This design comes from an exercise in tuning for small area, a short achievable clock period and few clock cycles per item on the open sky130 flow, not from production work. Only simulation tests tie the RTL to the original design; equivalence was not proved. No activity file was given, so power comes from the tool's default toggle rates.

==> design.v <==
package ivl2n_pkg;
  localparam int LANES             = 8;
  localparam int SAMPLE_W          = 8;
  localparam int LANE_CNT_W        = 4;
  localparam int SSQ_W             = 18;    
  localparam int MAX_ELEMENTS_LOG2 = 24;
  localparam int CNT_W             = MAX_ELEMENTS_LOG2 + 1;
  localparam int SUM_W             = 39;
  localparam int NORM_W            = 28;
  localparam int REM_W             = NORM_W;   
  localparam int STEP_W            = 5;
  localparam int WIN               = 3;      
  localparam logic [CNT_W-1:0] MAX_ELEMENTS = {1'b1, {MAX_ELEMENTS_LOG2{1'b0}}};
  localparam logic [SUM_W-1:0] SUM_BOUND    = {1'b1, {(SUM_W-1){1'b0}}};
endpackage
import ivl2n_pkg::*;
module ivl2n_lane
(
  input  logic                           clk_i,
  input  logic                           valid_i,   
  input  logic [LANES-1:0][SAMPLE_W-1:0] mag_i,
  output logic [SSQ_W-1:0]               ssq_o
);
  logic [58:0] st1_q;
  logic [43:0] st2_q;
  logic p1;
  logic p2;
  logic p3;
  logic p4;
  logic p5;
  logic p6;
  logic p7;
  logic p8;
  logic p9;
  logic p10;
  logic p11;
  logic p12;
  logic p13;
  logic p14;
  logic p15;
  logic p16;
  logic p17;
  logic p18;
  logic p19;
  logic p20;
  logic p21;
  logic p22;
  logic p23;
  logic p24;
  logic p25;
  logic p26;
  logic p27;
  logic p28;
  logic p29;
  logic p30;
  logic p31;
  logic p32;
  logic p33;
  logic p34;
  logic p35;
  logic p36;
  logic p37;
  logic p38;
  logic p39;
  logic p40;
  logic p41;
  logic p42;
  logic p43;
  logic p44;
  logic p45;
  logic p46;
  logic p47;
  logic p48;
  logic p49;
  logic p50;
  logic p51;
  logic p52;
  logic p53;
  logic p54;
  logic p55;
  logic p56;
  logic p57;
  logic p58;
  logic p59;
  logic p60;
  logic p61;
  logic p62;
  logic p63;
  logic p64;
  logic p65;
  logic p66;
  logic p67;
  logic p68;
  logic p69;
  logic p70;
  logic p71;
  logic p72;
  logic p73;
  logic p74;
  logic p75;
  logic p76;
  logic p77;
  logic p78;
  logic p79;
  logic p80;
  logic p81;
  logic p82;
  logic p83;
  logic p84;
  logic p85;
  logic p86;
  logic p87;
  logic p88;
  logic p89;
  logic p90;
  logic p91;
  logic p92;
  logic p93;
  logic p94;
  logic p95;
  logic p96;
  logic p97;
  logic p98;
  logic p99;
  logic p100;
  logic p101;
  logic p102;
  logic p103;
  logic p104;
  logic p105;
  logic p106;
  logic p107;
  logic p108;
  logic p109;
  logic p110;
  logic p111;
  logic p112;
  logic p113;
  logic p114;
  logic p115;
  logic p116;
  logic p117;
  logic p118;
  logic p119;
  logic p120;
  logic p121;
  logic p122;
  logic p123;
  logic p124;
  logic p125;
  logic p126;
  logic p127;
  logic p128;
  logic p129;
  logic p130;
  logic p131;
  logic p132;
  logic p133;
  logic p134;
  logic p135;
  logic p136;
  logic p137;
  logic p138;
  logic p139;
  logic p140;
  logic p141;
  logic p142;
  logic p143;
  logic p144;
  logic p145;
  logic p146;
  logic p147;
  logic p148;
  logic p149;
  logic p150;
  logic p151;
  logic p152;
  logic p153;
  logic p154;
  logic p155;
  logic p156;
  logic p157;
  logic p158;
  logic p159;
  logic p160;
  logic p161;
  logic p162;
  logic p163;
  logic p164;
  logic p165;
  logic p166;
  logic p167;
  logic p168;
  logic p169;
  logic p170;
  logic p171;
  logic p172;
  logic p173;
  logic p174;
  logic p175;
  logic p176;
  logic p177;
  logic p178;
  logic p179;
  logic p180;
  logic p181;
  logic p182;
  logic p183;
  logic p184;
  logic p185;
  logic p186;
  logic p187;
  logic p188;
  logic p189;
  logic p190;
  logic p191;
  logic p192;
  logic p193;
  logic p194;
  logic p195;
  logic p196;
  logic p197;
  logic p198;
  logic p199;
  logic p200;
  logic p201;
  logic p202;
  logic p203;
  logic p204;
  logic p205;
  logic p206;
  logic p207;
  logic p208;
  logic p209;
  logic p210;
  logic p211;
  logic p212;
  logic p213;
  logic p214;
  logic p215;
  logic p216;
  logic s217;
  logic c218;
  logic s219;
  logic c220;
  logic s221;
  logic c222;
  logic s223;
  logic c224;
  logic s225;
  logic c226;
  logic s227;
  logic c228;
  logic s229;
  logic c230;
  logic s231;
  logic c232;
  logic s233;
  logic c234;
  logic s235;
  logic c236;
  logic s237;
  logic c238;
  logic s239;
  logic c240;
  logic s241;
  logic c242;
  logic s243;
  logic c244;
  logic s245;
  logic c246;
  logic s247;
  logic c248;
  logic s249;
  logic c250;
  logic s251;
  logic c252;
  logic s253;
  logic c254;
  logic s255;
  logic c256;
  logic s257;
  logic c258;
  logic s259;
  logic c260;
  logic s261;
  logic c262;
  logic s263;
  logic c264;
  logic s265;
  logic c266;
  logic s267;
  logic c268;
  logic s269;
  logic c270;
  logic s271;
  logic c272;
  logic s273;
  logic c274;
  logic s275;
  logic c276;
  logic s277;
  logic c278;
  logic s279;
  logic c280;
  logic s281;
  logic c282;
  logic s283;
  logic c284;
  logic s285;
  logic c286;
  logic s287;
  logic c288;
  logic s289;
  logic c290;
  logic s291;
  logic c292;
  logic s293;
  logic c294;
  logic s295;
  logic c296;
  logic s297;
  logic c298;
  logic s299;
  logic c300;
  logic s301;
  logic c302;
  logic s303;
  logic c304;
  logic s305;
  logic c306;
  logic s307;
  logic c308;
  logic s309;
  logic c310;
  logic s311;
  logic c312;
  logic s313;
  logic c314;
  logic s315;
  logic c316;
  logic s317;
  logic c318;
  logic s319;
  logic c320;
  logic s321;
  logic c322;
  logic s323;
  logic c324;
  logic s325;
  logic c326;
  logic s327;
  logic c328;
  logic s329;
  logic c330;
  logic s331;
  logic c332;
  logic s333;
  logic c334;
  logic s335;
  logic c336;
  logic s337;
  logic c338;
  logic s339;
  logic c340;
  logic s341;
  logic c342;
  logic s343;
  logic c344;
  logic s345;
  logic c346;
  logic s347;
  logic c348;
  logic s349;
  logic c350;
  logic s351;
  logic c352;
  logic s353;
  logic c354;
  logic s355;
  logic c356;
  logic s357;
  logic c358;
  logic s359;
  logic c360;
  logic s361;
  logic c362;
  logic s363;
  logic c364;
  logic s365;
  logic c366;
  logic s367;
  logic c368;
  logic s369;
  logic c370;
  logic s371;
  logic c372;
  logic s373;
  logic c374;
  logic s375;
  logic c376;
  logic s377;
  logic c378;
  logic s379;
  logic c380;
  logic s381;
  logic c382;
  logic s383;
  logic c384;
  logic s385;
  logic c386;
  logic s387;
  logic c388;
  logic s389;
  logic c390;
  logic s391;
  logic c392;
  logic s393;
  logic c394;
  logic s395;
  logic c396;
  logic s397;
  logic c398;
  logic s399;
  logic c400;
  logic s401;
  logic c402;
  logic s403;
  logic c404;
  logic s405;
  logic c406;
  logic s407;
  logic c408;
  logic s409;
  logic c410;
  logic s411;
  logic c412;
  logic s413;
  logic c414;
  logic s415;
  logic c416;
  logic s417;
  logic c418;
  logic s419;
  logic c420;
  logic s421;
  logic c422;
  logic s423;
  logic c424;
  logic s425;
  logic c426;
  logic s427;
  logic c428;
  logic s429;
  logic c430;
  logic s431;
  logic c432;
  logic s433;
  logic c434;
  logic s435;
  logic c436;
  logic s437;
  logic c438;
  logic s439;
  logic c440;
  logic s441;
  logic c442;
  logic s443;
  logic c444;
  logic s445;
  logic c446;
  logic s447;
  logic c448;
  logic s449;
  logic c450;
  logic s451;
  logic c452;
  logic s453;
  logic c454;
  logic s455;
  logic c456;
  logic s457;
  logic c458;
  logic s459;
  logic c460;
  logic s461;
  logic c462;
  logic s463;
  logic c464;
  logic s465;
  logic c466;
  logic s467;
  logic c468;
  logic s469;
  logic c470;
  logic s471;
  logic c472;
  logic s473;
  logic c474;
  logic s475;
  logic c476;
  logic s477;
  logic c478;
  logic s479;
  logic c480;
  logic s481;
  logic c482;
  logic s483;
  logic c484;
  logic s485;
  logic c486;
  logic s487;
  logic c488;
  logic s489;
  logic c490;
  logic s491;
  logic c492;
  logic s493;
  logic c494;
  logic s495;
  logic c496;
  logic s497;
  logic c498;
  logic s499;
  logic c500;
  logic s501;
  logic c502;
  logic s503;
  logic c504;
  logic s505;
  logic c506;
  logic s507;
  logic c508;
  logic s509;
  logic c510;
  logic s511;
  logic c512;
  logic s513;
  logic c514;
  logic s515;
  logic c516;
  logic s517;
  logic c518;
  logic s519;
  logic c520;
  logic s521;
  logic c522;
  logic s523;
  logic c524;
  logic s525;
  logic c526;
  logic s527;
  logic c528;
  logic s529;
  logic c530;
  logic s531;
  logic c532;
  logic s533;
  logic c534;
  logic s535;
  logic c536;
  logic s537;
  logic c538;
  logic s539;
  logic c540;
  logic s541;
  logic c542;
  logic s543;
  logic c544;
  logic s545;
  logic c546;
  logic s547;
  logic c548;
  logic s549;
  logic c550;
  logic s551;
  logic c552;
  logic s553;
  logic c554;
  logic s555;
  logic c556;
  logic s557;
  logic c558;
  logic s559;
  logic c560;
  logic s561;
  logic c562;
  logic s563;
  logic c564;
  logic s565;
  logic c566;
  logic s567;
  logic c568;
  logic s569;
  logic c570;
  logic s571;
  logic c572;
  logic s573;
  logic c574;
  logic s575;
  logic c576;
  logic s577;
  logic c578;
  logic s579;
  logic c580;
  logic s581;
  logic c582;
  logic s583;
  logic c584;
  logic s585;
  logic c586;
  logic s587;
  logic c588;
  logic s589;
  logic c590;
  logic s591;
  logic c592;
  logic s593;
  logic c594;
  logic s595;
  logic c596;
  logic s597;
  logic c598;
  logic s599;
  logic c600;
  logic s601;
  logic c602;
  logic s603;
  logic c604;
  logic s605;
  logic c606;
  logic s607;
  logic c608;
  logic s609;
  logic c610;
  logic s611;
  logic c612;
  logic s613;
  logic c614;
  logic s615;
  logic c616;
  logic s617;
  logic c618;
  logic s619;
  logic c620;
  logic s621;
  logic c622;
  logic s623;
  logic c624;
  logic s625;
  logic c626;
  logic s627;
  logic c628;
  logic s629;
  logic c630;
  logic [17:0] row_a, row_b;
  assign p1 = mag_i[0][1] & ~mag_i[0][0];
  assign p2 = mag_i[0][1] & mag_i[0][0];
  assign p3 = mag_i[0][2] & ~mag_i[0][1];
  assign p4 = mag_i[0][2] & mag_i[0][1];
  assign p5 = mag_i[0][3] & ~mag_i[0][2];
  assign p6 = mag_i[0][3] & mag_i[0][2];
  assign p7 = mag_i[0][4] & ~mag_i[0][3];
  assign p8 = mag_i[0][4] & mag_i[0][3];
  assign p9 = mag_i[0][5] & ~mag_i[0][4];
  assign p10 = mag_i[0][5] & mag_i[0][4];
  assign p11 = mag_i[0][6] & ~mag_i[0][5];
  assign p12 = mag_i[0][6] & mag_i[0][5];
  assign p13 = mag_i[0][0] & mag_i[0][2];
  assign p14 = mag_i[0][0] & mag_i[0][3];
  assign p15 = mag_i[0][0] & mag_i[0][4];
  assign p16 = mag_i[0][0] & mag_i[0][5];
  assign p17 = mag_i[0][0] & mag_i[0][6];
  assign p18 = mag_i[0][1] & mag_i[0][3];
  assign p19 = mag_i[0][1] & mag_i[0][4];
  assign p20 = mag_i[0][1] & mag_i[0][5];
  assign p21 = mag_i[0][1] & mag_i[0][6];
  assign p22 = mag_i[0][2] & mag_i[0][4];
  assign p23 = mag_i[0][2] & mag_i[0][5];
  assign p24 = mag_i[0][2] & mag_i[0][6];
  assign p25 = mag_i[0][3] & mag_i[0][5];
  assign p26 = mag_i[0][3] & mag_i[0][6];
  assign p27 = mag_i[0][4] & mag_i[0][6];
  assign p28 = mag_i[1][1] & ~mag_i[1][0];
  assign p29 = mag_i[1][1] & mag_i[1][0];
  assign p30 = mag_i[1][2] & ~mag_i[1][1];
  assign p31 = mag_i[1][2] & mag_i[1][1];
  assign p32 = mag_i[1][3] & ~mag_i[1][2];
  assign p33 = mag_i[1][3] & mag_i[1][2];
  assign p34 = mag_i[1][4] & ~mag_i[1][3];
  assign p35 = mag_i[1][4] & mag_i[1][3];
  assign p36 = mag_i[1][5] & ~mag_i[1][4];
  assign p37 = mag_i[1][5] & mag_i[1][4];
  assign p38 = mag_i[1][6] & ~mag_i[1][5];
  assign p39 = mag_i[1][6] & mag_i[1][5];
  assign p40 = mag_i[1][0] & mag_i[1][2];
  assign p41 = mag_i[1][0] & mag_i[1][3];
  assign p42 = mag_i[1][0] & mag_i[1][4];
  assign p43 = mag_i[1][0] & mag_i[1][5];
  assign p44 = mag_i[1][0] & mag_i[1][6];
  assign p45 = mag_i[1][1] & mag_i[1][3];
  assign p46 = mag_i[1][1] & mag_i[1][4];
  assign p47 = mag_i[1][1] & mag_i[1][5];
  assign p48 = mag_i[1][1] & mag_i[1][6];
  assign p49 = mag_i[1][2] & mag_i[1][4];
  assign p50 = mag_i[1][2] & mag_i[1][5];
  assign p51 = mag_i[1][2] & mag_i[1][6];
  assign p52 = mag_i[1][3] & mag_i[1][5];
  assign p53 = mag_i[1][3] & mag_i[1][6];
  assign p54 = mag_i[1][4] & mag_i[1][6];
  assign p55 = mag_i[2][1] & ~mag_i[2][0];
  assign p56 = mag_i[2][1] & mag_i[2][0];
  assign p57 = mag_i[2][2] & ~mag_i[2][1];
  assign p58 = mag_i[2][2] & mag_i[2][1];
  assign p59 = mag_i[2][3] & ~mag_i[2][2];
  assign p60 = mag_i[2][3] & mag_i[2][2];
  assign p61 = mag_i[2][4] & ~mag_i[2][3];
  assign p62 = mag_i[2][4] & mag_i[2][3];
  assign p63 = mag_i[2][5] & ~mag_i[2][4];
  assign p64 = mag_i[2][5] & mag_i[2][4];
  assign p65 = mag_i[2][6] & ~mag_i[2][5];
  assign p66 = mag_i[2][6] & mag_i[2][5];
  assign p67 = mag_i[2][0] & mag_i[2][2];
  assign p68 = mag_i[2][0] & mag_i[2][3];
  assign p69 = mag_i[2][0] & mag_i[2][4];
  assign p70 = mag_i[2][0] & mag_i[2][5];
  assign p71 = mag_i[2][0] & mag_i[2][6];
  assign p72 = mag_i[2][1] & mag_i[2][3];
  assign p73 = mag_i[2][1] & mag_i[2][4];
  assign p74 = mag_i[2][1] & mag_i[2][5];
  assign p75 = mag_i[2][1] & mag_i[2][6];
  assign p76 = mag_i[2][2] & mag_i[2][4];
  assign p77 = mag_i[2][2] & mag_i[2][5];
  assign p78 = mag_i[2][2] & mag_i[2][6];
  assign p79 = mag_i[2][3] & mag_i[2][5];
  assign p80 = mag_i[2][3] & mag_i[2][6];
  assign p81 = mag_i[2][4] & mag_i[2][6];
  assign p82 = mag_i[3][1] & ~mag_i[3][0];
  assign p83 = mag_i[3][1] & mag_i[3][0];
  assign p84 = mag_i[3][2] & ~mag_i[3][1];
  assign p85 = mag_i[3][2] & mag_i[3][1];
  assign p86 = mag_i[3][3] & ~mag_i[3][2];
  assign p87 = mag_i[3][3] & mag_i[3][2];
  assign p88 = mag_i[3][4] & ~mag_i[3][3];
  assign p89 = mag_i[3][4] & mag_i[3][3];
  assign p90 = mag_i[3][5] & ~mag_i[3][4];
  assign p91 = mag_i[3][5] & mag_i[3][4];
  assign p92 = mag_i[3][6] & ~mag_i[3][5];
  assign p93 = mag_i[3][6] & mag_i[3][5];
  assign p94 = mag_i[3][0] & mag_i[3][2];
  assign p95 = mag_i[3][0] & mag_i[3][3];
  assign p96 = mag_i[3][0] & mag_i[3][4];
  assign p97 = mag_i[3][0] & mag_i[3][5];
  assign p98 = mag_i[3][0] & mag_i[3][6];
  assign p99 = mag_i[3][1] & mag_i[3][3];
  assign p100 = mag_i[3][1] & mag_i[3][4];
  assign p101 = mag_i[3][1] & mag_i[3][5];
  assign p102 = mag_i[3][1] & mag_i[3][6];
  assign p103 = mag_i[3][2] & mag_i[3][4];
  assign p104 = mag_i[3][2] & mag_i[3][5];
  assign p105 = mag_i[3][2] & mag_i[3][6];
  assign p106 = mag_i[3][3] & mag_i[3][5];
  assign p107 = mag_i[3][3] & mag_i[3][6];
  assign p108 = mag_i[3][4] & mag_i[3][6];
  assign p109 = mag_i[4][1] & ~mag_i[4][0];
  assign p110 = mag_i[4][1] & mag_i[4][0];
  assign p111 = mag_i[4][2] & ~mag_i[4][1];
  assign p112 = mag_i[4][2] & mag_i[4][1];
  assign p113 = mag_i[4][3] & ~mag_i[4][2];
  assign p114 = mag_i[4][3] & mag_i[4][2];
  assign p115 = mag_i[4][4] & ~mag_i[4][3];
  assign p116 = mag_i[4][4] & mag_i[4][3];
  assign p117 = mag_i[4][5] & ~mag_i[4][4];
  assign p118 = mag_i[4][5] & mag_i[4][4];
  assign p119 = mag_i[4][6] & ~mag_i[4][5];
  assign p120 = mag_i[4][6] & mag_i[4][5];
  assign p121 = mag_i[4][0] & mag_i[4][2];
  assign p122 = mag_i[4][0] & mag_i[4][3];
  assign p123 = mag_i[4][0] & mag_i[4][4];
  assign p124 = mag_i[4][0] & mag_i[4][5];
  assign p125 = mag_i[4][0] & mag_i[4][6];
  assign p126 = mag_i[4][1] & mag_i[4][3];
  assign p127 = mag_i[4][1] & mag_i[4][4];
  assign p128 = mag_i[4][1] & mag_i[4][5];
  assign p129 = mag_i[4][1] & mag_i[4][6];
  assign p130 = mag_i[4][2] & mag_i[4][4];
  assign p131 = mag_i[4][2] & mag_i[4][5];
  assign p132 = mag_i[4][2] & mag_i[4][6];
  assign p133 = mag_i[4][3] & mag_i[4][5];
  assign p134 = mag_i[4][3] & mag_i[4][6];
  assign p135 = mag_i[4][4] & mag_i[4][6];
  assign p136 = mag_i[5][1] & ~mag_i[5][0];
  assign p137 = mag_i[5][1] & mag_i[5][0];
  assign p138 = mag_i[5][2] & ~mag_i[5][1];
  assign p139 = mag_i[5][2] & mag_i[5][1];
  assign p140 = mag_i[5][3] & ~mag_i[5][2];
  assign p141 = mag_i[5][3] & mag_i[5][2];
  assign p142 = mag_i[5][4] & ~mag_i[5][3];
  assign p143 = mag_i[5][4] & mag_i[5][3];
  assign p144 = mag_i[5][5] & ~mag_i[5][4];
  assign p145 = mag_i[5][5] & mag_i[5][4];
  assign p146 = mag_i[5][6] & ~mag_i[5][5];
  assign p147 = mag_i[5][6] & mag_i[5][5];
  assign p148 = mag_i[5][0] & mag_i[5][2];
  assign p149 = mag_i[5][0] & mag_i[5][3];
  assign p150 = mag_i[5][0] & mag_i[5][4];
  assign p151 = mag_i[5][0] & mag_i[5][5];
  assign p152 = mag_i[5][0] & mag_i[5][6];
  assign p153 = mag_i[5][1] & mag_i[5][3];
  assign p154 = mag_i[5][1] & mag_i[5][4];
  assign p155 = mag_i[5][1] & mag_i[5][5];
  assign p156 = mag_i[5][1] & mag_i[5][6];
  assign p157 = mag_i[5][2] & mag_i[5][4];
  assign p158 = mag_i[5][2] & mag_i[5][5];
  assign p159 = mag_i[5][2] & mag_i[5][6];
  assign p160 = mag_i[5][3] & mag_i[5][5];
  assign p161 = mag_i[5][3] & mag_i[5][6];
  assign p162 = mag_i[5][4] & mag_i[5][6];
  assign p163 = mag_i[6][1] & ~mag_i[6][0];
  assign p164 = mag_i[6][1] & mag_i[6][0];
  assign p165 = mag_i[6][2] & ~mag_i[6][1];
  assign p166 = mag_i[6][2] & mag_i[6][1];
  assign p167 = mag_i[6][3] & ~mag_i[6][2];
  assign p168 = mag_i[6][3] & mag_i[6][2];
  assign p169 = mag_i[6][4] & ~mag_i[6][3];
  assign p170 = mag_i[6][4] & mag_i[6][3];
  assign p171 = mag_i[6][5] & ~mag_i[6][4];
  assign p172 = mag_i[6][5] & mag_i[6][4];
  assign p173 = mag_i[6][6] & ~mag_i[6][5];
  assign p174 = mag_i[6][6] & mag_i[6][5];
  assign p175 = mag_i[6][0] & mag_i[6][2];
  assign p176 = mag_i[6][0] & mag_i[6][3];
  assign p177 = mag_i[6][0] & mag_i[6][4];
  assign p178 = mag_i[6][0] & mag_i[6][5];
  assign p179 = mag_i[6][0] & mag_i[6][6];
  assign p180 = mag_i[6][1] & mag_i[6][3];
  assign p181 = mag_i[6][1] & mag_i[6][4];
  assign p182 = mag_i[6][1] & mag_i[6][5];
  assign p183 = mag_i[6][1] & mag_i[6][6];
  assign p184 = mag_i[6][2] & mag_i[6][4];
  assign p185 = mag_i[6][2] & mag_i[6][5];
  assign p186 = mag_i[6][2] & mag_i[6][6];
  assign p187 = mag_i[6][3] & mag_i[6][5];
  assign p188 = mag_i[6][3] & mag_i[6][6];
  assign p189 = mag_i[6][4] & mag_i[6][6];
  assign p190 = mag_i[7][1] & ~mag_i[7][0];
  assign p191 = mag_i[7][1] & mag_i[7][0];
  assign p192 = mag_i[7][2] & ~mag_i[7][1];
  assign p193 = mag_i[7][2] & mag_i[7][1];
  assign p194 = mag_i[7][3] & ~mag_i[7][2];
  assign p195 = mag_i[7][3] & mag_i[7][2];
  assign p196 = mag_i[7][4] & ~mag_i[7][3];
  assign p197 = mag_i[7][4] & mag_i[7][3];
  assign p198 = mag_i[7][5] & ~mag_i[7][4];
  assign p199 = mag_i[7][5] & mag_i[7][4];
  assign p200 = mag_i[7][6] & ~mag_i[7][5];
  assign p201 = mag_i[7][6] & mag_i[7][5];
  assign p202 = mag_i[7][0] & mag_i[7][2];
  assign p203 = mag_i[7][0] & mag_i[7][3];
  assign p204 = mag_i[7][0] & mag_i[7][4];
  assign p205 = mag_i[7][0] & mag_i[7][5];
  assign p206 = mag_i[7][0] & mag_i[7][6];
  assign p207 = mag_i[7][1] & mag_i[7][3];
  assign p208 = mag_i[7][1] & mag_i[7][4];
  assign p209 = mag_i[7][1] & mag_i[7][5];
  assign p210 = mag_i[7][1] & mag_i[7][6];
  assign p211 = mag_i[7][2] & mag_i[7][4];
  assign p212 = mag_i[7][2] & mag_i[7][5];
  assign p213 = mag_i[7][2] & mag_i[7][6];
  assign p214 = mag_i[7][3] & mag_i[7][5];
  assign p215 = mag_i[7][3] & mag_i[7][6];
  assign p216 = mag_i[7][4] & mag_i[7][6];
  assign {c218, s217} = 2'(mag_i[0][0]) + 2'(mag_i[1][0]) + 2'(mag_i[2][0]);
  assign {c220, s219} = 2'(mag_i[3][0]) + 2'(mag_i[4][0]) + 2'(mag_i[5][0]);
  assign {c222, s221} = 2'(p1) + 2'(p28) + 2'(p55);
  assign {c224, s223} = 2'(p82) + 2'(p109) + 2'(p136);
  assign {c226, s225} = 2'(p2) + 2'(p13) + 2'(p29);
  assign {c228, s227} = 2'(p40) + 2'(p56) + 2'(p67);
  assign {c230, s229} = 2'(p83) + 2'(p94) + 2'(p110);
  assign {c232, s231} = 2'(p121) + 2'(p137) + 2'(p148);
  assign {c234, s233} = 2'(p164) + 2'(p175) + 2'(p191);
  assign {c236, s235} = 2'(p3) + 2'(p14) + 2'(p30);
  assign {c238, s237} = 2'(p41) + 2'(p57) + 2'(p68);
  assign {c240, s239} = 2'(p84) + 2'(p95) + 2'(p111);
  assign {c242, s241} = 2'(p122) + 2'(p138) + 2'(p149);
  assign {c244, s243} = 2'(p165) + 2'(p176) + 2'(p192);
  assign {c246, s245} = 2'(p4) + 2'(p15) + 2'(p18);
  assign {c248, s247} = 2'(p31) + 2'(p42) + 2'(p45);
  assign {c250, s249} = 2'(p58) + 2'(p69) + 2'(p72);
  assign {c252, s251} = 2'(p85) + 2'(p96) + 2'(p99);
  assign {c254, s253} = 2'(p112) + 2'(p123) + 2'(p126);
  assign {c256, s255} = 2'(p139) + 2'(p150) + 2'(p153);
  assign {c258, s257} = 2'(p166) + 2'(p177) + 2'(p180);
  assign {c260, s259} = 2'(p193) + 2'(p204) + 2'(p207);
  assign {c262, s261} = 2'(p5) + 2'(p16) + 2'(p19);
  assign {c264, s263} = 2'(p32) + 2'(p43) + 2'(p46);
  assign {c266, s265} = 2'(p59) + 2'(p70) + 2'(p73);
  assign {c268, s267} = 2'(p86) + 2'(p97) + 2'(p100);
  assign {c270, s269} = 2'(p113) + 2'(p124) + 2'(p127);
  assign {c272, s271} = 2'(p140) + 2'(p151) + 2'(p154);
  assign {c274, s273} = 2'(p167) + 2'(p178) + 2'(p181);
  assign {c276, s275} = 2'(p194) + 2'(p205) + 2'(p208);
  assign {c278, s277} = 2'(p6) + 2'(p17) + 2'(p20);
  assign {c280, s279} = 2'(p22) + 2'(p33) + 2'(p44);
  assign {c282, s281} = 2'(p47) + 2'(p49) + 2'(p60);
  assign {c284, s283} = 2'(p71) + 2'(p74) + 2'(p76);
  assign {c286, s285} = 2'(p87) + 2'(p98) + 2'(p101);
  assign {c288, s287} = 2'(p103) + 2'(p114) + 2'(p125);
  assign {c290, s289} = 2'(p128) + 2'(p130) + 2'(p141);
  assign {c292, s291} = 2'(p152) + 2'(p155) + 2'(p157);
  assign {c294, s293} = 2'(p168) + 2'(p179) + 2'(p182);
  assign {c296, s295} = 2'(p184) + 2'(p195) + 2'(p206);
  assign {c298, s297} = 2'(p7) + 2'(p21) + 2'(p23);
  assign {c300, s299} = 2'(p34) + 2'(p48) + 2'(p50);
  assign {c302, s301} = 2'(p61) + 2'(p75) + 2'(p77);
  assign {c304, s303} = 2'(p88) + 2'(p102) + 2'(p104);
  assign {c306, s305} = 2'(p115) + 2'(p129) + 2'(p131);
  assign {c308, s307} = 2'(p142) + 2'(p156) + 2'(p158);
  assign {c310, s309} = 2'(p169) + 2'(p183) + 2'(p185);
  assign {c312, s311} = 2'(p196) + 2'(p210) + 2'(p212);
  assign {c314, s313} = 2'(p8) + 2'(p24) + 2'(p25);
  assign {c316, s315} = 2'(p35) + 2'(p51) + 2'(p52);
  assign {c318, s317} = 2'(p62) + 2'(p78) + 2'(p79);
  assign {c320, s319} = 2'(p89) + 2'(p105) + 2'(p106);
  assign {c322, s321} = 2'(p116) + 2'(p132) + 2'(p133);
  assign {c324, s323} = 2'(p143) + 2'(p159) + 2'(p160);
  assign {c326, s325} = 2'(p170) + 2'(p186) + 2'(p187);
  assign {c328, s327} = 2'(p197) + 2'(p213) + 2'(p214);
  assign {c330, s329} = 2'(p9) + 2'(p26) + 2'(p36);
  assign {c332, s331} = 2'(p53) + 2'(p63) + 2'(p80);
  assign {c334, s333} = 2'(p90) + 2'(p107) + 2'(p117);
  assign {c336, s335} = 2'(p134) + 2'(p144) + 2'(p161);
  assign {c338, s337} = 2'(p171) + 2'(p188) + 2'(p198);
  assign {c340, s339} = 2'(p10) + 2'(p27) + 2'(p37);
  assign {c342, s341} = 2'(p54) + 2'(p64) + 2'(p81);
  assign {c344, s343} = 2'(p91) + 2'(p108) + 2'(p118);
  assign {c346, s345} = 2'(p135) + 2'(p145) + 2'(p162);
  assign {c348, s347} = 2'(p172) + 2'(p189) + 2'(p199);
  assign {c350, s349} = 2'(p11) + 2'(p38) + 2'(p65);
  assign {c352, s351} = 2'(p92) + 2'(p119) + 2'(p146);
  assign {c354, s353} = 2'(p12) + 2'(p39) + 2'(p66);
  assign {c356, s355} = 2'(p93) + 2'(p120) + 2'(p147);
  assign {c358, s357} = 2'(mag_i[0][7]) + 2'(mag_i[1][7]) + 2'(mag_i[2][7]);
  assign {c360, s359} = 2'(mag_i[3][7]) + 2'(mag_i[4][7]) + 2'(mag_i[5][7]);
  assign {c362, s361} = 2'(s217) + 2'(s219) + 2'(mag_i[6][0]);
  assign {c364, s363} = 2'(s221) + 2'(s223) + 2'(p163);
  assign {c366, s365} = 2'(c222) + 2'(c224) + 2'(s225);
  assign {c368, s367} = 2'(s227) + 2'(s229) + 2'(s231);
  assign {c370, s369} = 2'(c226) + 2'(c228) + 2'(c230);
  assign {c372, s371} = 2'(c232) + 2'(c234) + 2'(s235);
  assign {c374, s373} = 2'(s237) + 2'(s239) + 2'(s241);
  assign {c376, s375} = 2'(c236) + 2'(c238) + 2'(c240);
  assign {c378, s377} = 2'(c242) + 2'(c244) + 2'(s245);
  assign {c380, s379} = 2'(s247) + 2'(s249) + 2'(s251);
  assign {c382, s381} = 2'(s253) + 2'(s255) + 2'(s257);
  assign {c384, s383} = 2'(c246) + 2'(c248) + 2'(c250);
  assign {c386, s385} = 2'(c252) + 2'(c254) + 2'(c256);
  assign {c388, s387} = 2'(c258) + 2'(c260) + 2'(s261);
  assign {c390, s389} = 2'(s263) + 2'(s265) + 2'(s267);
  assign {c392, s391} = 2'(s269) + 2'(s271) + 2'(s273);
  assign {c394, s393} = 2'(c262) + 2'(c264) + 2'(c266);
  assign {c396, s395} = 2'(c268) + 2'(c270) + 2'(c272);
  assign {c398, s397} = 2'(c274) + 2'(c276) + 2'(s277);
  assign {c400, s399} = 2'(s279) + 2'(s281) + 2'(s283);
  assign {c402, s401} = 2'(s285) + 2'(s287) + 2'(s289);
  assign {c404, s403} = 2'(s291) + 2'(s293) + 2'(s295);
  assign {c406, s405} = 2'(c278) + 2'(c280) + 2'(c282);
  assign {c408, s407} = 2'(c284) + 2'(c286) + 2'(c288);
  assign {c410, s409} = 2'(c290) + 2'(c292) + 2'(c294);
  assign {c412, s411} = 2'(c296) + 2'(s297) + 2'(s299);
  assign {c414, s413} = 2'(s301) + 2'(s303) + 2'(s305);
  assign {c416, s415} = 2'(s307) + 2'(s309) + 2'(s311);
  assign {c418, s417} = 2'(c298) + 2'(c300) + 2'(c302);
  assign {c420, s419} = 2'(c304) + 2'(c306) + 2'(c308);
  assign {c422, s421} = 2'(c310) + 2'(c312) + 2'(s313);
  assign {c424, s423} = 2'(s315) + 2'(s317) + 2'(s319);
  assign {c426, s425} = 2'(s321) + 2'(s323) + 2'(s325);
  assign {c428, s427} = 2'(c314) + 2'(c316) + 2'(c318);
  assign {c430, s429} = 2'(c320) + 2'(c322) + 2'(c324);
  assign {c432, s431} = 2'(c326) + 2'(c328) + 2'(s329);
  assign {c434, s433} = 2'(s331) + 2'(s333) + 2'(s335);
  assign {c436, s435} = 2'(c330) + 2'(c332) + 2'(c334);
  assign {c438, s437} = 2'(c336) + 2'(c338) + 2'(s339);
  assign {c440, s439} = 2'(s341) + 2'(s343) + 2'(s345);
  assign {c442, s441} = 2'(c340) + 2'(c342) + 2'(c344);
  assign {c444, s443} = 2'(c346) + 2'(c348) + 2'(s349);
  assign {c446, s445} = 2'(s351) + 2'(p173) + 2'(p200);
  assign {c448, s447} = 2'(c350) + 2'(c352) + 2'(s353);
  assign {c450, s449} = 2'(s355) + 2'(p174) + 2'(p201);
  assign {c452, s451} = 2'(c354) + 2'(c356) + 2'(s357);
  assign {c454, s453} = 2'(s359) + 2'(mag_i[6][7]) + 2'(mag_i[7][7]);
  assign {c456, s455} = 2'(c362) + 2'(c218) + 2'(c220);
  assign {c458, s457} = 2'(c364) + 2'(s365) + 2'(s367);
  assign {c460, s459} = 2'(c366) + 2'(c368) + 2'(s369);
  assign {c462, s461} = 2'(s371) + 2'(s373) + 2'(s243);
  assign {c464, s463} = 2'(c370) + 2'(c372) + 2'(c374);
  assign {c466, s465} = 2'(s375) + 2'(s377) + 2'(s379);
  assign {c468, s467} = 2'(c376) + 2'(c378) + 2'(c380);
  assign {c470, s469} = 2'(c382) + 2'(s383) + 2'(s385);
  assign {c472, s471} = 2'(s387) + 2'(s389) + 2'(s391);
  assign {c474, s473} = 2'(c384) + 2'(c386) + 2'(c388);
  assign {c476, s475} = 2'(c390) + 2'(c392) + 2'(s393);
  assign {c478, s477} = 2'(s395) + 2'(s397) + 2'(s399);
  assign {c480, s479} = 2'(s401) + 2'(s403) + 2'(p209);
  assign {c482, s481} = 2'(c394) + 2'(c396) + 2'(c398);
  assign {c484, s483} = 2'(c400) + 2'(c402) + 2'(c404);
  assign {c486, s485} = 2'(s405) + 2'(s407) + 2'(s409);
  assign {c488, s487} = 2'(s411) + 2'(s413) + 2'(s415);
  assign {c490, s489} = 2'(c406) + 2'(c408) + 2'(c410);
  assign {c492, s491} = 2'(c412) + 2'(c414) + 2'(c416);
  assign {c494, s493} = 2'(s417) + 2'(s419) + 2'(s421);
  assign {c496, s495} = 2'(s423) + 2'(s425) + 2'(s327);
  assign {c498, s497} = 2'(c418) + 2'(c420) + 2'(c422);
  assign {c500, s499} = 2'(c424) + 2'(c426) + 2'(s427);
  assign {c502, s501} = 2'(s429) + 2'(s431) + 2'(s433);
  assign {c504, s503} = 2'(c428) + 2'(c430) + 2'(c432);
  assign {c506, s505} = 2'(c434) + 2'(s435) + 2'(s437);
  assign {c508, s507} = 2'(s439) + 2'(s347) + 2'(p216);
  assign {c510, s509} = 2'(c436) + 2'(c438) + 2'(c440);
  assign {c512, s511} = 2'(s441) + 2'(s443) + 2'(s445);
  assign {c514, s513} = 2'(c442) + 2'(c444) + 2'(c446);
  assign {c516, s515} = 2'(c448) + 2'(c450) + 2'(s451);
  assign {c518, s517} = 2'(c452) + 2'(c454) + 2'(c358);
  assign {c520, s519} = 2'(c456) + 2'(s363) + 2'(p190);
  assign {c522, s521} = 2'(s457) + 2'(s233) + 2'(p202);
  assign {c524, s523} = 2'(c458) + 2'(s459) + 2'(s461);
  assign {c526, s525} = 2'(c460) + 2'(c462) + 2'(s463);
  assign {c528, s527} = 2'(s465) + 2'(s381) + 2'(s259);
  assign {c530, s529} = 2'(c464) + 2'(c466) + 2'(s467);
  assign {c532, s531} = 2'(s469) + 2'(s471) + 2'(s275);
  assign {c534, s533} = 2'(c468) + 2'(c470) + 2'(c472);
  assign {c536, s535} = 2'(s473) + 2'(s475) + 2'(s477);
  assign {c538, s537} = 2'(c474) + 2'(c476) + 2'(c478);
  assign {c540, s539} = 2'(c480) + 2'(s481) + 2'(s483);
  assign {c542, s541} = 2'(c482) + 2'(c484) + 2'(c486);
  assign {c544, s543} = 2'(c488) + 2'(s489) + 2'(s491);
  assign {c546, s545} = 2'(c490) + 2'(c492) + 2'(c494);
  assign {c548, s547} = 2'(c496) + 2'(s497) + 2'(s499);
  assign {c550, s549} = 2'(s501) + 2'(s337) + 2'(p215);
  assign {c552, s551} = 2'(c498) + 2'(c500) + 2'(c502);
  assign {c554, s553} = 2'(s503) + 2'(s505) + 2'(s507);
  assign {c556, s555} = 2'(c504) + 2'(c506) + 2'(c508);
  assign {c558, s557} = 2'(c510) + 2'(c512) + 2'(s513);
  assign {c560, s559} = 2'(c514) + 2'(s515) + 2'(s453);
  assign {c562, s561} = 2'(c516) + 2'(s517) + 2'(c360);
  assign {c564, s563} = 2'(st1_q[16]) + 2'(st1_q[17]) + 2'(st1_q[18]);
  assign {c566, s565} = 2'(st1_q[22]) + 2'(st1_q[23]) + 2'(st1_q[24]);
  assign {c568, s567} = 2'(st1_q[25]) + 2'(st1_q[26]);
  assign {c570, s569} = 2'(st1_q[28]) + 2'(st1_q[29]) + 2'(st1_q[30]);
  assign {c572, s571} = 2'(st1_q[31]) + 2'(st1_q[32]) + 2'(st1_q[33]);
  assign {c574, s573} = 2'(st1_q[34]) + 2'(st1_q[35]) + 2'(st1_q[36]);
  assign {c576, s575} = 2'(st1_q[37]) + 2'(st1_q[38]);
  assign {c578, s577} = 2'(st1_q[39]) + 2'(st1_q[40]) + 2'(st1_q[41]);
  assign {c580, s579} = 2'(st1_q[42]) + 2'(st1_q[43]);
  assign {c582, s581} = 2'(st1_q[44]) + 2'(st1_q[45]) + 2'(st1_q[46]);
  assign {c584, s583} = 2'(st1_q[47]) + 2'(st1_q[48]);
  assign {c586, s585} = 2'(st1_q[49]) + 2'(st1_q[50]) + 2'(st1_q[51]);
  assign {c588, s587} = 2'(st1_q[12]) + 2'(st1_q[13]);
  assign {c590, s589} = 2'(s563) + 2'(st1_q[19]) + 2'(st1_q[20]);
  assign {c592, s591} = 2'(s565) + 2'(s567) + 2'(st1_q[27]);
  assign {c594, s593} = 2'(s569) + 2'(s571) + 2'(c566);
  assign {c596, s595} = 2'(s573) + 2'(s575) + 2'(c570);
  assign {c598, s597} = 2'(s577) + 2'(s579) + 2'(c574);
  assign {c600, s599} = 2'(s581) + 2'(s583) + 2'(c578);
  assign {c602, s601} = 2'(s585) + 2'(st1_q[52]) + 2'(c582);
  assign {c604, s603} = 2'(st1_q[53]) + 2'(st1_q[54]);
  assign {c606, s605} = 2'(st2_q[6]) + 2'(st2_q[7]);
  assign {c608, s607} = 2'(st2_q[9]) + 2'(st2_q[10]) + 2'(st2_q[11]);
  assign {c610, s609} = 2'(st2_q[12]) + 2'(st2_q[13]) + 2'(st2_q[14]);
  assign {c612, s611} = 2'(st2_q[15]) + 2'(st2_q[16]) + 2'(st2_q[17]);
  assign {c614, s613} = 2'(st2_q[18]) + 2'(st2_q[19]) + 2'(st2_q[20]);
  assign {c616, s615} = 2'(st2_q[21]) + 2'(st2_q[22]) + 2'(st2_q[23]);
  assign {c618, s617} = 2'(st2_q[24]) + 2'(st2_q[25]) + 2'(st2_q[26]);
  assign {c620, s619} = 2'(st2_q[27]) + 2'(st2_q[28]) + 2'(st2_q[29]);
  assign {c622, s621} = 2'(st2_q[30]) + 2'(st2_q[31]) + 2'(st2_q[32]);
  assign {c624, s623} = 2'(st2_q[33]) + 2'(st2_q[34]) + 2'(st2_q[35]);
  assign {c626, s625} = 2'(st2_q[36]) + 2'(st2_q[37]) + 2'(st2_q[38]);
  assign {c628, s627} = 2'(st2_q[39]) + 2'(st2_q[40]) + 2'(st2_q[41]);
  assign {c630, s629} = 2'(st2_q[42]) + 2'(st2_q[43]);
  assign row_a = {c630, s629, s627, s625, s623, s621, s619, s617, s615, s613, s611, s609, s607, s605, st2_q[4], st2_q[3], st2_q[2], st2_q[0]};
  assign row_b = {1'b0, c628, c626, c624, c622, c620, c618, c616, c614, c612, c610, c608, c606, st2_q[8], st2_q[5], 1'b0, 1'b0, st2_q[1]};
  always_ff @(posedge clk_i) begin
    st1_q <= {c518, c562, s561, c560, s559, c558, s449, s447, s557, c556, s511, s509, s555, c554, c552, s553, s551, c550, c548, c546, s549, s547, s545, c544, c542, s495, s493, s543, s541, c540, c538, s487, s485, s539, s537, c536, c534, p211, s479, s535, s533, c532, c530, s531, s529, c528, c526, s527, s525, c524, p203, s523, c522, s521, c520, s519, s455, mag_i[7][0], s361};
    st2_q <= {st1_q[58], st1_q[57], c604, st1_q[56], st1_q[55], c602, c586, s603, c600, c584, s601, c598, c580, s599, c596, c576, s597, c594, c572, s595, c592, c568, s593, c590, c564, s591, c588, st1_q[21], s589, st1_q[15], st1_q[14], s587, st1_q[11], st1_q[10], st1_q[9], st1_q[8], st1_q[7], st1_q[6], st1_q[5], st1_q[4], st1_q[3], st1_q[2], st1_q[1], st1_q[0]};
    ssq_o <= valid_i ? row_a + row_b : '0;
  end
endmodule
import ivl2n_pkg::*;
module ivl2n_merge
(
  input  logic                  clk_i,
  input  logic                  rst_ni,
  input  logic                  valid_i,     
  input  logic                  valid_nx_i,  
  input  logic                  last_i,
  input  logic [LANE_CNT_W-1:0] lanes_i,
  input  logic [SSQ_W-1:0]      ssq_i,       
  input  logic                  free_i,      
  output logic                  avail_o,     
  output logic [SUM_W-1:0]      sum_o,
  output logic                  ovf_o,
  output logic [WIN-1:0]        root_o,      
  output logic [WIN:0]          rem_o,       
  output logic [STEP_W-1:0]     step_o,      
  output logic [1:0]            pair_o,
  output logic                  fin_d_o,     
  output logic                  hold_d_o
);
  localparam int PADW = 40 + 2 * WIN;
  logic [SUM_W-1:0]  acc_q, sum_d, fin_sum;
  logic [CNT_W-1:0]  cnt_q, cnt_sum, cnt_d;
  logic              ovf_q, ovf_d;
  logic              first_q, first_d, clr_q, clr_d, fin_q, fin_d;
  logic [18:0]       lo_sum;
  logic [20:0]       hi_inc;
  logic              hold_q, hold_d, load, hold_load;
  logic [SUM_W-1:0]  hold_sum_q;
  logic              hold_ovf_q;
  logic [WIN-1:0]    win_root;
  logic [WIN:0]      win_rem;
  logic [STEP_W-1:0] step_init;
  logic [1:0]        pair_init;
  logic [PADW-1:0]   pad;
  logic [39:0]       fin_ext;
  logic [19:0]       nz, top, hold_top_q;
  logic [2*WIN-1:0]  win;
  assign first_d  = valid_i ? last_i : first_q;
  assign clr_d    = valid_nx_i && first_d;
  assign lo_sum   = {1'b0, acc_q[17:0]} + {1'b0, ssq_i};
  assign hi_inc   = acc_q[38:18] + 21'd1;
  assign sum_d    = clr_q ? SUM_W'(ssq_i)
                  : {lo_sum[18] ? hi_inc : acc_q[38:18], lo_sum[17:0]};
  assign cnt_sum  = cnt_q + CNT_W'(lanes_i);
  assign cnt_d    = clr_q ? CNT_W'(lanes_i) : cnt_sum;
  assign ovf_d    = !clr_q && (ovf_q || (cnt_sum[CNT_W-1] && cnt_sum[CNT_W-2:0] != '0));
  assign fin_sum  = ovf_q ? SUM_BOUND : acc_q;
  assign fin_ext = {1'b0, fin_sum};
  always_comb begin
    for (int j = 0; j < 20; j++) nz[j] = fin_ext[2*j+1 -: 2] != 2'b00;
    for (int j = 0; j < 20; j++) begin
      top[j] = nz[j];
      for (int i = j + 1; i < 20; i++) top[j] = top[j] && !nz[i];
    end
  end
  assign pad = {1'b0, hold_sum_q, {(2*WIN){1'b0}}};
  always_comb begin
    step_init = (hold_top_q == '0) ? STEP_W'(8 - WIN) : '0;
    win       = '0;
    pair_init = '0;
    for (int j = 0; j < 20; j++) begin
      if (hold_top_q[j]) step_init = step_init | STEP_W'(j + 8 - WIN);
      win       = win | (hold_top_q[j] ? pad[2*j+1+2*WIN -: 2*WIN] : '0);
      pair_init = pair_init | (hold_top_q[j] ? pad[2*j+1 -: 2] : 2'b00);
    end
    win_root = '0;
    for (int r = 1; r < (1 << WIN); r++) begin
      if ((r * r) <= int'(win)) win_root = WIN'(r);
    end
    win_rem = (WIN+1)'(int'(win) - int'(win_root) * int'(win_root));
  end
  assign avail_o   = hold_q;
  assign sum_o     = hold_sum_q;
  assign ovf_o     = hold_ovf_q;
  assign root_o    = win_root;
  assign rem_o     = win_rem;
  assign step_o    = step_init;
  assign pair_o    = pair_init;
  assign load      = free_i && hold_q;
  assign hold_load = fin_q && (!hold_q || load);
  assign hold_d    = hold_load || (hold_q && !load);
  assign fin_d     = (valid_i && last_i) || (fin_q && !hold_load);
  assign fin_d_o   = fin_d;
  assign hold_d_o  = hold_d;
  always_ff @(posedge clk_i or negedge rst_ni) begin
    if (!rst_ni) begin
      first_q <= 1'b1;
      clr_q   <= 1'b0;
      fin_q   <= 1'b0;
      hold_q  <= 1'b0;
    end else begin
      first_q <= first_d;
      clr_q   <= clr_d;
      fin_q   <= fin_d;
      hold_q  <= hold_d;
    end
  end
  always_ff @(posedge clk_i) begin
    acc_q <= sum_d;
    cnt_q <= cnt_d;
    ovf_q <= ovf_d;
    if (hold_load) begin
      hold_sum_q  <= fin_sum;
      hold_ovf_q  <= ovf_q;
      hold_top_q  <= top;
    end
  end
endmodule
import ivl2n_pkg::*;
module ivl2n_sqrt
(
  input  logic              clk_i,
  input  logic              rst_ni,
  input  logic              avail_i,     
  input  logic [SUM_W-1:0]  sum_i,
  input  logic              ovf_i,
  input  logic [WIN-1:0]    root_i,      
  input  logic [WIN:0]      rem_i,       
  input  logic [STEP_W-1:0] step_i,      
  input  logic [1:0]        pair_i,
  input  logic              out_ready_i,
  output logic              free_o,      
  output logic              out_valid_o,
  output logic [SUM_W-1:0]  sum_o,
  output logic [NORM_W-1:0] norm_o,
  output logic              ovf_o
);
  logic              run_q, done_q, load, last_step;
  logic [SUM_W-1:0]  sum_q;
  logic              ovf_q;
  logic [28:0]       rem_q;          
  logic [NORM_W-1:0] root_q;
  logic [STEP_W-1:0] step_q, step_dec;
  logic [1:0]        pair_q, pair_dec;
  logic [39:0]       sum_ext;
  logic [31:0]       rem_sh, addend, rem_nx;
  logic              neg, ge;
  assign sum_ext = {1'b0, sum_q};
  assign step_dec = step_q - STEP_W'(1);
  always_comb begin
    pair_dec = 2'b00;
    for (int j = 8; j < 28; j++) begin
      if (step_dec == STEP_W'(j)) pair_dec = sum_ext[2*j-15 -: 2];
    end
  end
  assign neg    = rem_q[28];
  assign rem_sh = {{1{neg}}, rem_q, pair_q};
  assign addend = {{2{!neg}}, root_q ^ {NORM_W{!neg}}, 2'b11};
  assign rem_nx = rem_sh + addend;
  assign ge     = !rem_nx[31];
  assign last_step = (step_q == '0);
  assign free_o    = !run_q && (!done_q || out_ready_i);
  assign load      = avail_i && free_o;
  always_ff @(posedge clk_i or negedge rst_ni) begin
    if (!rst_ni) begin
      run_q  <= 1'b0;
      done_q <= 1'b0;
    end else begin
      if (load) begin
        run_q  <= 1'b1;
        done_q <= 1'b0;
      end else if (run_q) begin
        if (last_step) begin
          run_q  <= 1'b0;
          done_q <= 1'b1;
        end
      end else if (out_ready_i) begin
        done_q <= 1'b0;
      end
    end
  end
  always_ff @(posedge clk_i) begin
    if (load) begin
      sum_q <= sum_i;
      ovf_q <= ovf_i;
    end
    if (load) begin
      root_q <= NORM_W'(root_i);
    end else if (run_q) begin
      root_q <= {root_q[NORM_W-2:0], ge};
    end
    rem_q  <= load ? 29'(rem_i) : rem_nx[28:0];
    step_q <= load ? step_i : step_dec;
    pair_q <= load ? pair_i : pair_dec;
  end
  assign out_valid_o = done_q;
  assign sum_o       = sum_q;
  assign norm_o      = root_q;
  assign ovf_o       = ovf_q;
endmodule
import ivl2n_pkg::*;
module int8_vector_l2_norm
(
  input  logic        clk_i,
  input  logic        rst_ni,
  input  logic        in_valid,
  output logic        in_ready,
  input  logic [7:0]  in_sample_0,
  input  logic [7:0]  in_sample_1,
  input  logic [7:0]  in_sample_2,
  input  logic [7:0]  in_sample_3,
  input  logic [7:0]  in_sample_4,
  input  logic [7:0]  in_sample_5,
  input  logic [7:0]  in_sample_6,
  input  logic [7:0]  in_sample_7,
  input  logic [3:0]  in_lane_count,
  input  logic        in_last,
  output logic        out_valid,
  input  logic        out_ready,
  output logic [38:0] out_sum_of_squares,
  output logic [27:0] out_norm_fixed,
  output logic        out_overflow
);
  logic [LANES-1:0][SAMPLE_W-1:0] samples, mag;
  logic [LANE_CNT_W-1:0]          lanes_clamped;
  logic                           accept, in_ready_q, in_ready_d;
  logic [LANES-1:0][SAMPLE_W-1:0] a_mag_q;
  logic [LANE_CNT_W-1:0]          a_lanes_q, b1_lanes_q, b2_lanes_q, b3_lanes_q;
  logic                           a_valid_q, b1_valid_q, b2_valid_q, b3_valid_q;
  logic                           a_last_q, b1_last_q, b2_last_q, b3_last_q;
  logic                           a_lastv_d;
  logic [SSQ_W-1:0]               ssq;
  logic                           avail, free, fin_d, hold_d, idle_d;
  logic [SUM_W-1:0]               fin_sum;
  logic                           fin_ovf;
  logic [WIN-1:0]                 fin_root;
  logic [WIN:0]                   fin_rem;
  logic [STEP_W-1:0]              fin_step;
  logic [1:0]                     fin_pair;
  logic [5:0]                     owe;
  logic                           owe_le1, owe_eq2;
  assign samples = {in_sample_7, in_sample_6, in_sample_5, in_sample_4,
                    in_sample_3, in_sample_2, in_sample_1, in_sample_0};
  assign accept        = in_valid && in_ready_q;
  assign lanes_clamped = (in_lane_count > 4'd8) ? 4'd8 : in_lane_count;
  for (genvar k = 0; k < LANES; k++) begin : g_mag
    assign mag[k] = (in_lane_count <= 4'(k)) ? 8'd0 :
                    samples[k][7] ? 8'(-samples[k]) : samples[k];
  end
  assign a_lastv_d = accept && in_last;
  assign owe = {a_lastv_d, a_valid_q && a_last_q, b1_valid_q && b1_last_q,
                b2_valid_q && b2_last_q, fin_d, hold_d};
  always_comb begin
    owe_le1 = 1'b1;
    owe_eq2 = 1'b0;
    for (int i = 0; i < 6; i++) begin
      for (int j = i + 1; j < 6; j++) begin
        if (owe[i] && owe[j]) owe_le1 = 1'b0;
      end
    end
    for (int i = 0; i < 6; i++) begin
      for (int j = i + 1; j < 6; j++) begin
        if (owe[i] && owe[j] && (owe & ~((6'd1 << i) | (6'd1 << j))) == '0) owe_eq2 = 1'b1;
      end
    end
  end
  assign in_ready_d = owe_le1 || (owe_eq2 && idle_d);
  assign idle_d    = free && !avail;
  always_ff @(posedge clk_i or negedge rst_ni) begin
    if (!rst_ni) begin
      in_ready_q <= 1'b0;
      a_valid_q  <= 1'b0;
      b1_valid_q <= 1'b0;
      b2_valid_q <= 1'b0;
      b3_valid_q <= 1'b0;
    end else begin
      in_ready_q <= in_ready_d;
      a_valid_q  <= accept;
      b1_valid_q <= a_valid_q;
      b2_valid_q <= b1_valid_q;
      b3_valid_q <= b2_valid_q;
    end
  end
  always_ff @(posedge clk_i) begin
    a_mag_q    <= mag;
    a_lanes_q  <= lanes_clamped;
    a_last_q   <= in_last;
    b1_lanes_q <= a_lanes_q;
    b1_last_q  <= a_last_q;
    b2_lanes_q <= b1_lanes_q;
    b2_last_q  <= b1_last_q;
    b3_lanes_q <= b2_valid_q ? b2_lanes_q : '0;
    b3_last_q  <= b2_last_q;
  end
  assign in_ready = in_ready_q;
  ivl2n_lane u_lane (
    .clk_i   (clk_i),
    .valid_i (b2_valid_q),
    .mag_i   (a_mag_q),
    .ssq_o (ssq)
  );
  ivl2n_merge u_merge (
    .clk_i    (clk_i),
    .rst_ni   (rst_ni),
    .valid_i    (b3_valid_q),
    .valid_nx_i (b2_valid_q),
    .last_i   (b3_last_q),
    .lanes_i  (b3_lanes_q),
    .ssq_i    (ssq),
    .free_i   (free),
    .avail_o  (avail),
    .sum_o    (fin_sum),
    .ovf_o    (fin_ovf),
    .root_o   (fin_root),
    .rem_o    (fin_rem),
    .step_o   (fin_step),
    .pair_o   (fin_pair),
    .fin_d_o  (fin_d),
    .hold_d_o (hold_d)
  );
  ivl2n_sqrt u_sqrt (
    .clk_i       (clk_i),
    .rst_ni      (rst_ni),
    .avail_i     (avail),
    .sum_i       (fin_sum),
    .ovf_i       (fin_ovf),
    .root_i      (fin_root),
    .rem_i       (fin_rem),
    .step_i      (fin_step),
    .pair_i      (fin_pair),
    .out_ready_i (out_ready),
    .free_o      (free),
    .out_valid_o (out_valid),
    .sum_o       (out_sum_of_squares),
    .norm_o      (out_norm_fixed),
    .ovf_o       (out_overflow)
  );
endmodule
==> run.sh <==
#!/bin/bash
# synth_recipe.tcl (not shown) runs the flow's synth.tcl, then flattens the netlist and writes it again
# the make line also repeats each setting of config.mk as NAME=value (left out here)
make -C /OpenROAD-flow-scripts/flow DESIGN_CONFIG=/design/flow/config.mk WORK_HOME=/design/flow/orfs CLKGATE_MAP_FILE= SYNTH_SCRIPT=/design/flow/synth_recipe.tcl finish
==> config.mk <==
export PLATFORM = sky130hd
export DESIGN_NAME = int8_vector_l2_norm
export DESIGN_NICKNAME = int8_vector_l2_norm
export VERILOG_FILES = /design/flow/design.v
export SDC_FILE = /design/flow/constraint.sdc
export NUM_CORES = 4
export LEC_CHECK = 0
export CAP_MARGIN = 20
export CORE_MARGIN = 2
export CORE_UTILIZATION = 60
export SETUP_SLACK_MARGIN = 3.5
export SLEW_MARGIN = 20
==> constraint.sdc <==
create_clock -name core_clock -period 6.5 [get_ports {clk_i}]
set_input_delay 1.3000 -clock core_clock [delete_from_list [all_inputs] [get_ports {clk_i}]]
set_output_delay 1.3000 -clock core_clock [all_outputs]
set_load 0.01 [all_outputs]
==> results.ini, run 1 <==
[yosys]
synth_top_area_share_pct = 25.6
synth_top_cell_by_area = dfxtp_1
ys.flop_type = dfxtp_1
synth_seq_area_share_pct = 38.6
netlist_area_um2 = 25800
synth_seq_cells = 444
post-synth-top-count-cell = dfxtp_1
syn_inst = 2606
ys_top_cells_by_count = dfxtp_1 (331), inv_1 (312), nor2_1 (247), fa_1 (201), and2_1 (189)
synth_edf_count = 102
ys_warn_count = 4
syn_area_per_cell_um2 = 9.92
ys_types = 92
synth_nets = 2973
ys_async_sr_fraction_pct = 2.48
synthTopCellsByArea = dfxtp_1 (26%), fa_1 (16%), edfxtp_1 (12%)

[route]
drt-pass1-iter-count = 5
vias = 19100
remaining_drc_errors = 0
viasPerCell = 5.59
wire_per_inst_um = 18.7
drtAntennaViolNets = 0
initialDrtViolationCount = 1091
routed_wl_mm = 64.0

[cts]
cts_root_buf = clkbuf_16
cts_tree = done
cts_buffers = 47
insertion_delay_ns = 0.60
cts.sink_count = 444
cts_hold_buffers = 0
clkTransAtPathRegs_ns = 0.06
htreeDepth = 2
max-clock-path-buffers = 3

[floorplan]
die_area_um2 = 44700
coreArea_um2 = 42800
num_rows = 76
die_w_um = 212
fp.dieH_um = 212
start_util_pct = 60.4
num_io_pins = 143

[sta]
skew_ns = 0.0235
min_period_over_period_pct = 47.0
report.final.slew_viol_count = 0
rsz0062_at_grt = true
worstMarginPinSlew_ns = 0.978
worst_slack_ns = 3.45
finalWorstPathRequiredPeriod_ns = 3.05
hold_violations = 0
setup_viol = 0
relSlewSlack_pct = 34.5
tns_ns = 0
fmax_mhz = 328

[critical_path]
cp_max_fo = 6
crit_required_ns = 6.97
cp-start-kind = register
worst_setup_path_end_kind = register
worst-r2r-setup-slack_ns = 3.45
crit_type = register to register
worstPathArrival_ns = 3.52

[finish]
drive_gt1_share_pct = 12.5
final_cells = 3424
diodes = 0
syn_to_final_growth_pct = 18.7
fin_nets = 3207

[place]
place_congestion = 0.927
numPortBuffers = 142
dp.cells = 3231
pre_cts_slack_ns = 2.45
place_hpwl_mm = 47.8

[power]
peakVddDrop_mv = 0.307
p_total_uw = 14900
p_leak_uw = 0.0131
pwr_density_cell_nw_per_um2 = 484

[grt]
grt_pass1_vias = 19500
grt_usage_pct = 28.6
grt_max_degree = 75
grt-ovfl-total = 0
grt_pass1_wl_mm = 100
antenna_found_initial = 0

[worst_hold_path]
hp-class = register to register

[outcome]
status = complete, no violations

[run]
maxCapViolCount = 0

==> critical path, stage by stage (launching register included) <==
cell and delay, ns:
edfxtp_1 0.50, buf_4 0.20, a221oi_1 0.26, and3_1 0.23
nand4_2 0.10, or3_4 0.43, a211oi_2 0.22, nor2_1 0.09
nand2_1 0.11, ha_4 0.17, inv_1 0.05, o41ai_2 0.32
xnor2_1 0.17, a21oi_1 0.09
==> worst paths after layout <==
path                                              from              end  cells after the start
worst max-delay path            u_merge.hold_top_q[11]  u_sqrt.rem_q[3]                     13
min in group asynchronous                       rst_ni     u_sqrt.run_q                      1
worst min register to register           b1_lanes_q[3]    b2_lanes_q[3]                      0
max in group asynchronous                       rst_ni    u_merge.clr_q                      1
worst max register to register  u_merge.hold_top_q[11]  u_sqrt.rem_q[3]                     13
worst min-delay path                     b1_lanes_q[3]    b2_lanes_q[3]                      0
==> layout by cell type, fill, tap and decap left out, types with 21 or more instances in the layout <==
master             n
dfxtp_1          287
xor2_1            63
o21ai_0           50
clkdlybuf4s50_1  141
nand2b_1          23
nor2b_1          103
nor2_1           246
a22oi_1           41
fa_1             196
nor3_1            46
o21a_1            21
dfxtp_2           34
nand3_1           43
buf_4            105
edfxtp_1         102
and2_1           184
clkbuf_16         50
nand2_1          141
inv_1            309
a21oi_1           64
mux2i_1           36
xnor2_1           93
ha_1              82
==> state kept, by name, indices dropped and copies added, names as in the netlist, 5 cells and up <==
name / flops
a_mag_q: 64
u_lane.st1_q: 59
u_lane.st2_q: 44
u_merge.acc_q: 39
u_merge.hold_sum_q: 39
u_sqrt.sum_q: 39
u_sqrt.rem_q: 29
u_sqrt.root_q: 28
u_merge.cnt_q: 25
u_merge.hold_top_q: 19
u_lane.ssq_o: 18
u_sqrt.step_q: 5
==> layer usage <==
layer	up-vias	routed length, um	share of wire (%)	track usage [%]
li1	9109	-	-	-
met1	9288	24400	38	32.5
met2	538	33600	52	52.4
met3	199	2310	3.6	3.74
met4	0	3670	5.7	15.0
met5	-	0	0	0
==> through the flow <==
| step | cell area (um^2) | utilization (%) | hold slack, ns |
|---|---|---|---|
| floorplan | 25900 | - | 0.310 |
| global placement | 27700 | 64.7 | 0.310 |
| detailed placement | 27700 | 64.7 | 0.312 |
| CTS | 30000 | 70.0 | 0.321 |
| global route | 30700 | 71.7 | 0.329 |
| finish | 30700 | 71.7 | 0.325 |
==> kinds of logic (layout without fill, tap and decap cells) <==
logic type / count (synthesis) / in the layout / synth area share (%)
compound gates: 379 / 380 / 10.4
flops: 444 / 444 / 38.6
simple gates: 900 / 900 / 17.8
mux: 46 / 46 / 1.83
xor+xnor: 160 / 160 / 5.42
buf+inv: 383 / 654 / 5.86
fa+ha+maj: 294 / 294 / 20.1
==> cell type report <==
cell class / count / area (um^2)
timing repair buffer: 255 / 2290
clock buffer: 67 / 1440
sequential: 444 / 10000
clock inverter: 20 / 219
tap: 546 / 683
fill: 3202 / 12100
multi-input combinational: 1780 / 14800
inverter: 312 / 1180
==> report_power, final <==
part           switching [uW]  internal (uW)
combinational            4030           3380
clock                    1150           1640
sequential                795           3860
==> timing repair <==
item / 4_1_cts / 5_1_grt
pin swaps: 12 / 51
cloned: 1 / 0
endpoints found under the setup margin: 139 / 79
gates resized for setup: 38 / 116
buffers inserted: 66 / 39
Testbench counts, summed over its fixed seeds: cycles 29,676, vectors 1,600.
==> inputs of run 2 (changes only) <==
==> flow/run.sh (new file) <==
#!/bin/bash
# The standard layout (the standard.sh, unchanged synthesis and steps), with the port
# buffers that global placement inserts made from the plain buffer family (sky130_fd_sc_hd__buf_1,
# which repair may upsize) instead of the tool's default pick, a delay buffer.
set -euo pipefail
export BUFFER_PORTS_ARGS="-buffer_cell sky130_fd_sc_hd__buf_1"
bash standard.sh > standard.log 2>&1
==> standard.sh (new file) <==
#!/bin/bash
# synth_recipe.tcl (not shown) runs the flow's synth.tcl, then flattens the netlist and writes it again
# the make line also repeats each setting of config.mk as NAME=value (left out here)
make -C /OpenROAD-flow-scripts/flow DESIGN_CONFIG=/design/flow/config.mk WORK_HOME=/design/flow/orfs CLKGATE_MAP_FILE= SYNTH_SCRIPT=/design/flow/synth_recipe.tcl "${@:-finish}"
removed: run.sh
==> results.ini, run 2 <==
[outcome]
status = complete, no violations

[yosys]
synth_mux_area_share_pct = 1.83  ; unchanged
synth_seq_cells = 444  ; unchanged
syn_inst = 2606  ; unchanged
ys_async_sr_fraction_pct = 2.48  ; unchanged
synthTopCellsByArea = dfxtp_1 (26%), fa_1 (16%), edfxtp_1 (12%)
synth_compound_area_share_pct = 10.4  ; unchanged
synthAdderAreaFrac_pct = 20.1  ; unchanged
ys.flop_type = dfxtp_1
ys_top_cells_by_count = dfxtp_1 (331), inv_1 (312), nor2_1 (247), fa_1 (201), and2_1 (189)
synth_edf_count = 102  ; unchanged
post-synth-top-count-cell = dfxtp_1
ys_warn_count = 4  ; unchanged
netlist_area_um2 = 25800  ; unchanged
synth_seq_area_share_pct = 38.6  ; unchanged

[floorplan]
num_rows = 76  ; unchanged
die_w_um = 212  ; unchanged
fp.dieH_um = 212  ; unchanged
num_io_pins = 143  ; unchanged
coreArea_um2 = 42800  ; unchanged
start_util_pct = 60.4  ; unchanged
die_area_um2 = 44700  ; unchanged

[finish]
diodes = 0  ; unchanged
regMostFlops = a_mag_q
final_util_pct = 68.3  ; -3.4 points
final_cell_mix = inv_1 (305), dfxtp_1 (291), nor2_1 (246), fa_1 (197), and2_1 (179)
drive_gt1_share_pct = 10.2  ; -2.3 points
final.fill_count = 3372  ; +5.3%

[sta]
relSlewSlack_pct = 27.2  ; -7.3 points
finalWorstPathRequiredPeriod_ns = 3.04  ; -0.0148 ns
worstMarginPinSlew_ns = 1.09  ; +0.113 ns
report.final.slew_viol_count = 0  ; unchanged
rsz0062_at_grt = true
skew_ns = 0.0122  ; -0.0113 ns
fmax_mhz = 329  ; +0.49%
worst_slack_ns = 3.46  ; +0.0148 ns

[power]
power.share.clock_pct = 19.5  ; +0.7 points
peakVddDrop_mv = 0.258  ; -16%
p_total_uw = 14300  ; -3.9%
pwr_density_cell_nw_per_um2 = 488  ; +0.85%
power.switching_uw = 5750  ; -3.8%
power.internal_uw = 8530  ; -4.0%
swShare_pct = 40.3  ; +0.057 points

[route]
initialDrtViolationCount = 1247  ; +14%
remaining_drc_errors = 0  ; unchanged
viasPerCell = 5.59  ; about the same
vias = 18900  ; -1.3%
drt-pass1-iter-count = 6  ; +1
routed_wl_mm = 62.7  ; -2.0%

[critical_path]
crit_chain = buf_6, a22o_1, a221oi_1, and3_1, nand4_4, or3_4, a211oi_2, nor2_1, buf_4, ha_4, ha_1, xnor2_1, nor2_1, a21oi_1
worst_setup_path_end_kind = register
cpMaxStageDelayCell = edfxtp_1
cp-start-kind = register
crit_required_ns = 7.01  ; +0.04 ns
worst-r2r-setup-slack_ns = 3.46  ; about the same

[cts]
cts_root_buf = clkbuf_16
cts_tree = done
htreeDepth = 2  ; unchanged
cts_hold_buffers = 0  ; unchanged
cts.sink_count = 444  ; unchanged
max-clock-path-buffers = 3  ; unchanged

[place]
numPortBuffers = 142  ; unchanged
place_congestion = 0.979  ; +5.7%
pre_cts_slack_ns = 2.36  ; -0.0917 ns
place_hpwl_mm = 47.3  ; -0.99%

[worst_hold_path]
hp-class = register to register

[grt]
grt_max_degree = 91  ; +21%
grt_pass1_vias = 19100  ; -2.0%
grt-busiest-layer = met2
grt_util_met2_pct = 51.8  ; -0.62 points

[run]
maxCapViolCount = 0  ; unchanged

==> run 2: changes by cell type in the layout (fill, tap and decap cells not counted), sizes merged <==
| cell | change |
|---|---|
| dlymetal6s2s | -1 |
| inv | -3 |
| clkbuf | +4 |
| clkdlybuf4s50 | -141 |
| bufinv | +1 |
| buf | +97 |
| clkinv | -1 |
| a21oi | -1 |
==> run 2: power by group through the flow <==
stage          combinational (uW)  sequential [uW]  clock [uW]
6_report                     6840             4660        2790
3_5_place_dp                 6500             4740           0
4_1_cts                      6700             4650        2840
2_1_floorplan                5140             4400           0
3_3_place_gp                 6320             4720           0
5_1_grt                      7760             4760        2950
==> run 2: final cells by class <==
class | instances | area (um^2) | share of cell area (%)
Multi-Input combinational cell | 1779 | 14600 | 50.1
Sequential cell | 444 | 10000 | 34.4
Clock buffer | 72 | 1450 | 4.95
Inverter | 312 | 1180 | 4.05
Timing Repair Buffer | 209 | 1050 | 3.58
Tap cell | 546 | 683 | 2.34
Clock inverter | 17 | 181 | 0.621
==> run 2: cells by family (layout without fill, tap and decap cells) <==
family	after synthesis	count (layout)
mux	46	46
xor+xnor	160	160
simple gates	900	900
flops	444	444
fa+ha+maj	294	294
buf+inv	383	610
compound gates	379	379
==> run 2: stage by stage <==
stage	instance area, um^2	hold WS (ns)	cells
6_report	29200	0.325	3379
5_1_grt	29200	0.329	3379
4_1_cts	28800	0.325	3351
3_5_place_dp	26800	0.312	3230
3_3_place_gp	26800	0.310	3230
2_1_floorplan	25900	0.310	2606
==> run 2: per-layer routing <==
metal / share of wire (%) / vias to the layer above / routed length, um
met5: 0 / - / 0
met4: 6.0 / 0 / 3740
met3: 4.1 / 178 / 2550
met2: 51 / 536 / 32200
met1: 39 / 9160 / 24200
li1: - / 9010 / -
==> run 2: worst min path at each step <==
stage / startpoint / end / depth (start not counted)
3_3_place_gp: u_lane.st1_q[4] / u_lane.st2_q[4] / 0
3_5_place_dp: b1_lanes_q[1] / b2_lanes_q[1] / 0
5_1_grt: u_lane.st1_q[6] / u_lane.st2_q[6] / 0
2_1_floorplan: a_lanes_q[0] / b1_lanes_q[0] / 0
6_report: u_lane.st1_q[6] / u_lane.st2_q[6] / 0
4_1_cts: u_lane.st1_q[6] / u_lane.st2_q[6] / 0
==> run 2: timing repair <==
item | 4_1_cts | 5_1_grt
hold endpoints to repair | 0 | 0
setup buffers | 32 | 28
gates resized for setup | 41 | 72
pin swaps | 15 | 23
endpoints found under the setup margin | 76 | 65

Re-timed with assumed drivers on the ports (clkbuf_16 on the clock, buf_2 on other inputs), run 2 has 3.462 ns of setup slack against 3.462 ns with ideal ports, and 3.194 ns once port delays also move by the mid clock arrival of 0.638 ns.
